From an optimization exercise on the open Yosys and OpenROAD flow, aimed at small area, a short achievable clock period and few clock cycles per item; shortcuts taken in it are not production practice. In this exercise RTL edits were held to simulation tests only and were not proved equivalent to the original. Power is estimated from default activity; no workload was simulated.

`design.v`:
```
package fau_pkg;
   localparam int OPERAND_BITS_DEF = 16;
   localparam int NUM_W = 34;
   localparam int DEN_W = 31;
   localparam int TYPE_W = 2;
   localparam int RSP_FIELDS_W = NUM_W + DEN_W + 1;
   localparam int RSP_TDATA_W = ((RSP_FIELDS_W + 7) / 8) * 8;
   localparam logic [TYPE_W-1:0] OP_ADD = 2'd0;
   localparam logic [TYPE_W-1:0] OP_SUB = 2'd1;
   localparam logic [TYPE_W-1:0] OP_MUL = 2'd2;
   localparam logic [TYPE_W-1:0] OP_DIV = 2'd3;
endpackage
module fau_mul (
   input  logic        clock,
   input  logic        reset,
   input  logic        req_tvalid,
   output logic        req_tready,
   input  logic [65:0] req_tdata,
   output logic        done,       
   input  logic        take,       
   output logic [32:0] n_out,      
   output logic [30:0] d_out       
);
   localparam logic [1:0] M_IDLE = 2'd0;
   localparam logic [1:0] M_RUN  = 2'd1;
   localparam logic [1:0] M_DONE = 2'd2;
   logic [65:0] in_q;
   logic        vq;
   logic [1:0]  mstate;
   logic [3:0]  cnt;
   logic        rdy_ff;
   logic signed [18:0] hn;
   logic [15:0]        ln;
   logic signed [17:0] hd;
   logic [15:0]        ld;
   logic [1:0]  op;
   logic [15:0] an, ad, bn, bd;
   assign op = in_q[1:0];
   assign an = in_q[17:2];
   assign ad = in_q[33:18];
   assign bn = in_q[49:34];
   assign bd = in_q[65:50];
   logic [15:0] m1, m2, m3;
   logic        sub, sigma;
   always_comb begin
      m1 = (op == fau_pkg::OP_MUL) ? bn : bd;
      m2 = (op[1] == 1'b0) ? ad : 16'd0;
      m3 = (op == fau_pkg::OP_DIV) ? bn : bd;
      sub = (op == fau_pkg::OP_SUB);
      sigma = (ad[15] ^ m3[15]) && (ad != 16'd0) && (m3 != 16'd0);
   end
   logic        step, first, last;
   logic        b1, b2, b3, e1, e2, e3;
   logic signed [18:0] a1, a2, hn_base, hn_sum;
   logic signed [17:0] a3, hd_base, hd_sum;
   always_comb begin
      first = (mstate == M_IDLE);
      step = (mstate == M_IDLE && vq) || (mstate == M_RUN);
      last = (cnt == 4'd15);
      b1 = m1[cnt];
      b2 = m2[cnt];
      b3 = m3[cnt];
      e1 = b1 && (last ^ sigma);
      e2 = b2 && (last ^ sigma ^ sub);
      e3 = b3 && (last ^ sigma);
      a1 = b1 ? (19'(signed'(an)) ^ {19{e1}}) : 19'sd0;
      a2 = b2 ? (19'(signed'(bn)) ^ {19{e2}}) : 19'sd0;
      a3 = b3 ? (18'(signed'(ad)) ^ {18{e3}}) : 18'sd0;
      hn_base = first ? 19'sd0 : hn;
      hd_base = first ? 18'sd0 : hd;
      hn_sum = hn_base + a1 + a2 + 19'(e1) + 19'(e2);
      hd_sum = hd_base + a3 + 18'(e3);
   end
   assign req_tready = rdy_ff;
   assign done = (mstate == M_DONE);
   assign n_out = {hn[16:0], ln};
   assign d_out = {hd[14:0], ld};
   always_ff @(posedge clock) begin
      in_q <= req_tdata;
      if (reset) begin
         vq <= 1'b0;
         mstate <= M_IDLE;
         cnt <= 4'd0;
         rdy_ff <= 1'b0;
      end else begin
         vq <= req_tvalid && !rdy_ff;
         rdy_ff <= (mstate == M_RUN) && (cnt == 4'd13);
         unique case (mstate)
            M_IDLE: if (vq) begin
               mstate <= M_RUN;
               cnt <= 4'd1;
            end
            M_RUN: begin
               cnt <= cnt + 4'd1;
               if (last) mstate <= M_DONE;
            end
            M_DONE: if (take) mstate <= M_IDLE;
            default: mstate <= M_IDLE;
         endcase
      end
      if (step) begin
         hn <= hn_sum >>> 1;
         ln <= {hn_sum[0], ln[15:1]};
         hd <= hd_sum >>> 1;
         ld <= {hd_sum[0], ld[15:1]};
      end
   end
endmodule
module fau_dp (
   input  logic        clock,
   input  logic        reset,
   input  logic        avail,      
   output logic        take,       
   input  logic [32:0] n_in,       
   input  logic [30:0] d_in,       
   output logic        rsp_tvalid,
   input  logic        rsp_tready,
   output logic [33:0] res_num,
   output logic [30:0] res_den,
   output logic        zero_den
);
   localparam logic [2:0] B_IDLE = 3'd0;
   localparam logic [2:0] B_ABS  = 3'd1;
   localparam logic [2:0] B_NORM = 3'd2;
   localparam logic [2:0] B_GCD  = 3'd3;
   localparam logic [2:0] B_FIX  = 3'd4;
   localparam logic [2:0] B_DIV  = 3'd5;
   localparam logic [2:0] B_OUT  = 3'd6;
   logic [2:0]  bstate;
   logic [4:0]  dcnt;
   logic [32:0] u, v;
   logic [31:0] xn, xd;
   logic        neg, zd;
   assign take = avail && ((bstate == B_IDLE) || (bstate == B_OUT && rsp_tready));
   assign rsp_tvalid = (bstate == B_OUT);
   assign res_num = {neg, neg, xn};
   assign res_den = xd[30:0];
   assign zero_den = zd;
   function automatic logic [2:0] ctz4(input logic [3:0] y);
      if (y[1]) ctz4 = 3'd1;
      else if (y[2]) ctz4 = 3'd2;
      else if (y[3]) ctz4 = 3'd3;
      else ctz4 = 3'd4;
   endfunction
   logic [32:0] du, dv, x, usrc, vsrc, ush, vsh;
   logic [2:0]  uamt, vamt;
   logic        eq, uz, vz, g1, u_gt, v_gt;
   logic [31:0] subn, subd;
   logic        bn_bit, bd_bit;
   always_comb begin
      du = u - v;
      dv = v - u;
      x = u ^ v;
      eq = (x == 33'd0);
      uz = (u == 33'd0);
      vz = (v == 33'd0);
      g1 = (u == 33'd1);
      usrc = u[0] ? du : u;
      vsrc = v[0] ? dv : v;
      uamt = ctz4(u[0] ? x[3:0] : u[3:0]);
      vamt = ctz4(v[0] ? x[3:0] : v[3:0]);
      ush = usrc >> uamt;
      vsh = vsrc >> vamt;
      u_gt = !du[32] && !eq;
      v_gt = du[32];
      bn_bit = xn[0] || (bstate == B_FIX);
      bd_bit = xd[0];
      subn = xn - (bn_bit ? u[31:0] : 32'd0);
      subd = xd - (bd_bit ? u[31:0] : 32'd0);
   end
   always_ff @(posedge clock) begin
      if (reset) begin
         bstate <= B_IDLE;
         dcnt <= 5'd0;
      end else begin
         if (take) begin
            bstate <= B_ABS;
         end else begin
            unique case (bstate)
               B_IDLE: ;
               B_ABS: bstate <= B_NORM;
               B_NORM: begin
                  if (uz || vz) bstate <= B_OUT;
                  else if (u[0] || v[0]) bstate <= B_GCD;
               end
               B_GCD: begin
                  if (u[0] && v[0] && eq) begin
                     if (neg) bstate <= B_FIX;
                     else if (g1) bstate <= B_OUT;
                     else bstate <= B_DIV;
                  end
               end
               B_FIX: bstate <= g1 ? B_OUT : B_DIV;
               B_DIV: begin
                  dcnt <= dcnt + 5'd1;
                  if (dcnt == 5'd31) bstate <= B_OUT;
               end
               B_OUT: if (rsp_tready) bstate <= B_IDLE;
               default: bstate <= B_IDLE;
            endcase
         end
      end
      if (take) begin
         u <= n_in;
         v <= 33'd0;
         xd <= {1'b0, d_in};
         neg <= n_in[32];
      end else begin
         unique case (bstate)
            B_ABS: begin
               u <= neg ? dv : u;
               xn <= neg ? dv[31:0] : u[31:0];
               v <= {1'b0, xd};
            end
            B_NORM: begin
               zd <= vz;
               if (uz) begin
                  neg <= 1'b0;
                  xn <= 32'd0;
                  xd <= vz ? 32'd0 : 32'd1;
               end else if (vz) begin
                  xn <= neg ? 32'hffff_ffff : 32'd1;
                  xd <= 32'd0;
               end else if (!u[0] && !v[0]) begin
                  u <= u >> 1;
                  v <= v >> 1;
                  xn <= xn >> 1;
                  xd <= xd >> 1;
               end
            end
            B_GCD: begin
               if (!u[0]) begin
                  u <= ush;
               end else if (!v[0]) begin
                  v <= vsh;
               end else begin
                  if (u_gt) u <= ush;
                  if (v_gt) v <= vsh;
               end
            end
            B_FIX: begin
               xn <= g1 ? ~subn : subn;
            end
            B_DIV: begin
               xn <= {bn_bit ^ neg, subn[31:1]};
               xd <= {bd_bit, subd[31:1]};
            end
            default: ;
         endcase
      end
   end
endmodule
module fraction_arithmetic_unit #(
   parameter int OPERAND_BITS = fau_pkg::OPERAND_BITS_DEF
) (
   input  logic clock,
   input  logic reset,
   input  logic req_tvalid,
   output logic req_tready,
   input  logic [((fau_pkg::TYPE_W + 4 * OPERAND_BITS + 7) / 8) * 8 - 1:0] req_tdata,
   output logic rsp_tvalid,
   input  logic rsp_tready,
   output logic [fau_pkg::RSP_TDATA_W-1:0] rsp_tdata
);
   logic        avail, take;
   logic [32:0] n_s;
   logic [30:0] d_m;
   logic [33:0] res_num;
   logic [30:0] res_den;
   logic        zero_den;
   fau_mul u_mul (
      .clock      (clock),
      .reset      (reset),
      .req_tvalid (req_tvalid),
      .req_tready (req_tready),
      .req_tdata  (req_tdata[65:0]),
      .done       (avail),
      .take       (take),
      .n_out      (n_s),
      .d_out      (d_m)
   );
   fau_dp u_dp (
      .clock      (clock),
      .reset      (reset),
      .avail      (avail),
      .take       (take),
      .n_in       (n_s),
      .d_in       (d_m),
      .rsp_tvalid (rsp_tvalid),
      .rsp_tready (rsp_tready),
      .res_num    (res_num),
      .res_den    (res_den),
      .zero_den   (zero_den)
   );
   assign rsp_tdata = {6'd0, zero_den, res_den, res_num};
endmodule
```
`run.sh`:
```
#!/bin/bash
# synth_recipe.tcl (not shown) runs the flow's synth.tcl, then flattens the netlist and writes it again
# the make line also repeats each setting of config.mk as NAME=value (left out here)
make -C /OpenROAD-flow-scripts/flow DESIGN_CONFIG=/design/flow/config.mk WORK_HOME=/design/flow/orfs CLKGATE_MAP_FILE= SYNTH_SCRIPT=/design/flow/synth_recipe.tcl finish
```
`config.mk`:
```
export PLATFORM = sky130hd
export DESIGN_NAME = fraction_arithmetic_unit
export DESIGN_NICKNAME = fraction_arithmetic_unit
export VERILOG_FILES = /design/flow/design.v
export SDC_FILE = /design/flow/constraint.sdc
export NUM_CORES = 4
export LEC_CHECK = 0
export CAP_MARGIN = 20
export CORE_MARGIN = 2
export CORE_UTILIZATION = 40
export SLEW_MARGIN = 20
```
`constraint.sdc`:
```
create_clock -name core_clock -period 12.0 [get_ports {clock}]
set_input_delay 2.4000 -clock core_clock [delete_from_list [all_inputs] [get_ports {clock}]]
set_output_delay 2.4000 -clock core_clock [all_outputs]
set_load 0.01 [all_outputs]
```
==> metrics.md <==
| Metric | Value |
|---|---|
| Outcome | complete, no violations |
| Minimum period implied by the final worst setup slack | ~6600 ps |
| Arrival time at the worst endpoint | about 7000 ps |
| CTS Hold Buffers Added | 0 |
| Vertical extent of the die | about 260 µm |
| Post-CTS sizing | 0 |
| Final setup skew | between 30 and 40 ps |
| Iteration-0 DRC Markers | 3262 |
| Placer Congestion | between 1 and 1.5 |
| Overflow after GRT | 0 |
| Worst R2R Path Depth | 11 |
| Largest net degree at the start of global routing | 68 |
| Number of remaining DRC errors | 0 |
| Initial core utilization | 0.404 |
| Library cells used by synthesis | 85 |
| Reg2reg start | u_dp.u[16] |
| Worst Hold Depth | 1 |
| Wire length after detailed routing | 104000 µm |
| Required time reported for the critical path endpoint | ~12000 ps |
| Initial antenna violation count | 3 |
| Via/cell ratio | roughly 6.4 |
| Number of ports placed on the die boundary | 150 |
| Finished layout cell area | approximately 29000 µm² |
| Prevailing post-synth register cell | sky130_fd_sc_hd__edfxtp_1 |
| Flop2flop setup slack | 5440 ps |
| Number of hold violations in the final report | 0 |
| Placement row count | slightly above 90 |
| Area after detailed placement | 27500 µm² |
| Synth area leader | sky130_fd_sc_hd__edfxtp_1 |
| Element type at the critical path end | flop |
| Number of flip-flops and latches in the synthesized netlist | 281 |
| Vias after detailed routing | roughly 25k |
| Net count of the finished layout | 3339 |
| Final setup violation count | 0 |
| Peak supply drop | 0.0000976 V |
| Clock tree from TritonCTS | built |
| Category of the most critical setup path | reg2reg |
| Worst Hold Margin | about 430 ps |
| Period Utilization, post-route | 0.547 |
| Number of antenna-violating nets in the routed design | 0 |
| LEAKAGE | between 10 and 15 nW |
| R2R Path End | u_dp.v[29] |
| Via count of the first global-routing pass | 24.3k |
| Setup_tns | 0 ps |
| Number of iterations in the first detailed-routing pass | 6 |
| Area growth, synth to finish | 12.8% |
| Num CTS Buffers | 36 |
| Quantity of I/O buffers inserted on ports | about 140 |
| CTS max path bufs | 3 |
| Die outline area | 65800 µm² |
| Clock net sink count | 281 |
| Fraction of layout instances using a drive strength above 1 | 0.0713 |
| Most common cell after layout, fill and taps aside | sky130_fd_sc_hd__nand2_1 |
| Latest clock arrival within the worst-skew pair | 590 ps |
| Timing-limited maximum frequency | 152 MHz |
| Type of the most critical hold path | reg2reg |
| Portion of synthesized cell area occupied by the leading cell type | 0.194 |
| Sink of the worst hold path | u_mul.vq |
| Maximum fanout along the worst path | 12 |
| Wire length of the first global-routing pass | 154000 µm |
| Startpoint of the lowest-slack hold path | u_mul.rdy_ff |
| Worst Max-Slew Pin Slew | approximately 1200 ps |
| Post-Synthesis Cell Area | between 20000 and 30000 µm² |
| Placeable core area | about 63000 µm² |
| Count of warnings emitted by yosys | 2 |
| Number of enable flip-flop cells after synthesis | about 170 |
| Clock slew seen by the registers of the worst setup and hold paths | 60 ps |
| Final standard cell count with taps included and fillers excluded | between 3k and 4k |
| Post-DP HPWL | ~76000 µm |
| Sequential cell area fraction in the yosys report | 0.285 |
| Leading cell types by total area after synthesis | sky130_fd_sc_hd__edfxtp_1, sky130_fd_sc_hd__dfxtp_1, sky130_fd_sc_hd__ha_1 |
| Number of H-tree branching levels | 2 |
| Die Wd | around 260 µm |
| Most frequent cells in the layout | sky130_fd_sc_hd__nand2_1, sky130_fd_sc_hd__nor2_1, sky130_fd_sc_hd__a21oi_1 |
| Mapped Avg Cell Area | 8.33 µm² |
| Utilization after layout | 0.456 |
| Cell at the root of the clock tree | sky130_fd_sc_hd__clkbuf_16 |
| Number of standard cells after synthesis | 3059 |
| Max-capacitance violation count | 0 |
| Post-Place Cells | between 3k and 4k |
| Unrepaired setup endpoints after global routing | false |
| Slew HR | 0.180 |
| Pwr dens | between 90 and 100 nW/µm² |
| Number of setup buffers added after CTS | 0 |
| Global-route total usage across every layer | 0.305 |
| Routed length per placed instance | ~26 µm |
| Async set or reset register ratio after synthesis | 0 |
| Worst setup SP type | flop |
| Number of max-slew violations in the final report | 0 |
-- worst max-delay path: stages, from the launching register on --
cell,delay (ps)
sky130_fd_sc_hd__edfxtp_1,750
sky130_fd_sc_hd__ha_1,720
sky130_fd_sc_hd__nand2_1,280
sky130_fd_sc_hd__nor4_1,1050
sky130_fd_sc_hd__nand3_1,210
sky130_fd_sc_hd__nor2b_1,280
sky130_fd_sc_hd__a211oi_1,170
sky130_fd_sc_hd__nor3_2,820
sky130_fd_sc_hd__nand2_1,650
sky130_fd_sc_hd__nor2_1,950
sky130_fd_sc_hd__a31oi_1,210
sky130_fd_sc_hd__a221oi_1,330
-- state kept, by name, indices dropped and copies added (netlist names), 17 cells and up --
register / flops
u_dp.u: 33
u_dp.v: 33
u_dp.xd: 32
u_dp.xn: 32
u_mul.hd: 17
u_mul.hn: 18
u_mul.in_q: 66
-- logic make-up after synthesis --
| logic type | after synthesis | synth area share |
|---|---|---|
| XOR/XNOR | 222 | 0.0763 |
| flip-flops | 281 | 0.285 |
| AND/OR/NAND/NOR | 936 | 0.167 |
| adder cells (fa/ha/maj) | 191 | 0.101 |
| AO/OA/AOI/OAI | 931 | 0.243 |
| other | 1 | 0.000147 |
| buffers and inverters | 385 | 0.0632 |
| multiplexers | 112 | 0.0632 |
-- report_power, final --
part           leakage [nW]  internal, W  switching, W
registers              2.50      0.00109     0.0000452
logic                  8.30     0.000213      0.000296
clock network         0.602     0.000632      0.000481
total                  11.4      0.00194      0.000822
-- stage by stage --
step	power [W]	setup WS, ps
final	0.00276	5440
after global routing	0.00286	4910
after CTS	0.00277	5420
after detailed placement	0.00166	5440
after global placement	0.00165	5530
after floorplan	0.00150	5850
-- worst max-delay path by stage --
stage	from	endpoint	slack [ps]	cells after the start
after floorplan	u_mul.in_q[58]	u_mul.hn[17]	5850	26
after global placement	u_mul.in_q[1]	u_mul.hn[16]	5530	21
after detailed placement	u_mul.in_q[0]	u_mul.hn[16]	5440	22
after CTS	u_mul.in_q[0]	u_mul.hn[16]	5420	22
after global routing	u_mul.cnt[0]	u_mul.hn[17]	4910	23
final	u_dp.u[16]	u_dp.v[29]	5440	11
-- synthesized netlist by cell type (all sizes together), types with 18 or more instances --
cell      n
o211ai   50
and2     38
o21bai   18
buf      63
o21a     32
a211oi   24
a21oi   235
nand4    22
dfxtp   116
nor4     31
inv     158
mux2i    63
nand2   341
nand2b   25
and3     19
xor2     92
edfxtp  165
a31oi    36
a22oi    26
a21o     66
mux4     38
nor2b    25
o21ai   200
nor3     75
a221oi   47
fa       26
o221ai   25
nor2    246
xnor2   130
ha      165
clkbuf  163
nand3    64
-- cell type report --
class	instances	area [µm²]
inverter	159	597
fill	6286	34300
multi-input combinational	2399	16800
timing repair buffer	195	1830
clock buffer	49	1060
tap	846	1060
sequential	281	7280
clock inverter	16	144
antenna	1	2.50
-- metal layers --
| metal | wire (µm) | vias to the layer above | global-route usage |
|---|---|---|---|
| li1 | - | 11200 | - |
| met1 | 40500 | 12000 | 0.383 |
| met2 | 45900 | 1466 | 0.483 |
| met3 | 9690 | 402 | 0.0570 |
| met4 | 7450 | 6 | 0.189 |
| met5 | 47 | - | 0 |
Testbench counts, summed over its fixed seeds: cycles 51,236, items 1,280.

-- separate check: timing with driven ports --
No port has a modelled driver above. Below, the same layout with a new extraction and two added sets of constraints.
Step 1 (the two cells are an assumption about what drives the block):
set clk [get_ports {clock}]
set_driving_cell -lib_cell sky130_fd_sc_hd__clkbuf_16 $clk
set_driving_cell -lib_cell sky130_fd_sc_hd__buf_2 [delete_from_list [all_inputs] $clk]
Step 2, shift: input delay + t, output delay - t, t = (earliest + latest rising clock arrival at the registers) / 2. This alone moves slack from input paths to output paths.
Slacks: no drivers / after step 1 / after step 2; pairs: no drivers / after step 1.
t (ns): 0.635
setup WS [ns]: 5.441 / 5.442 / 5.442
latest minus earliest clock arrival (ns): 0.035 / 0.035
After both steps setup and hold are still met in this run. The setup slack of this run moves by +0.001 ns with the drivers and by +0.001 ns with both steps.
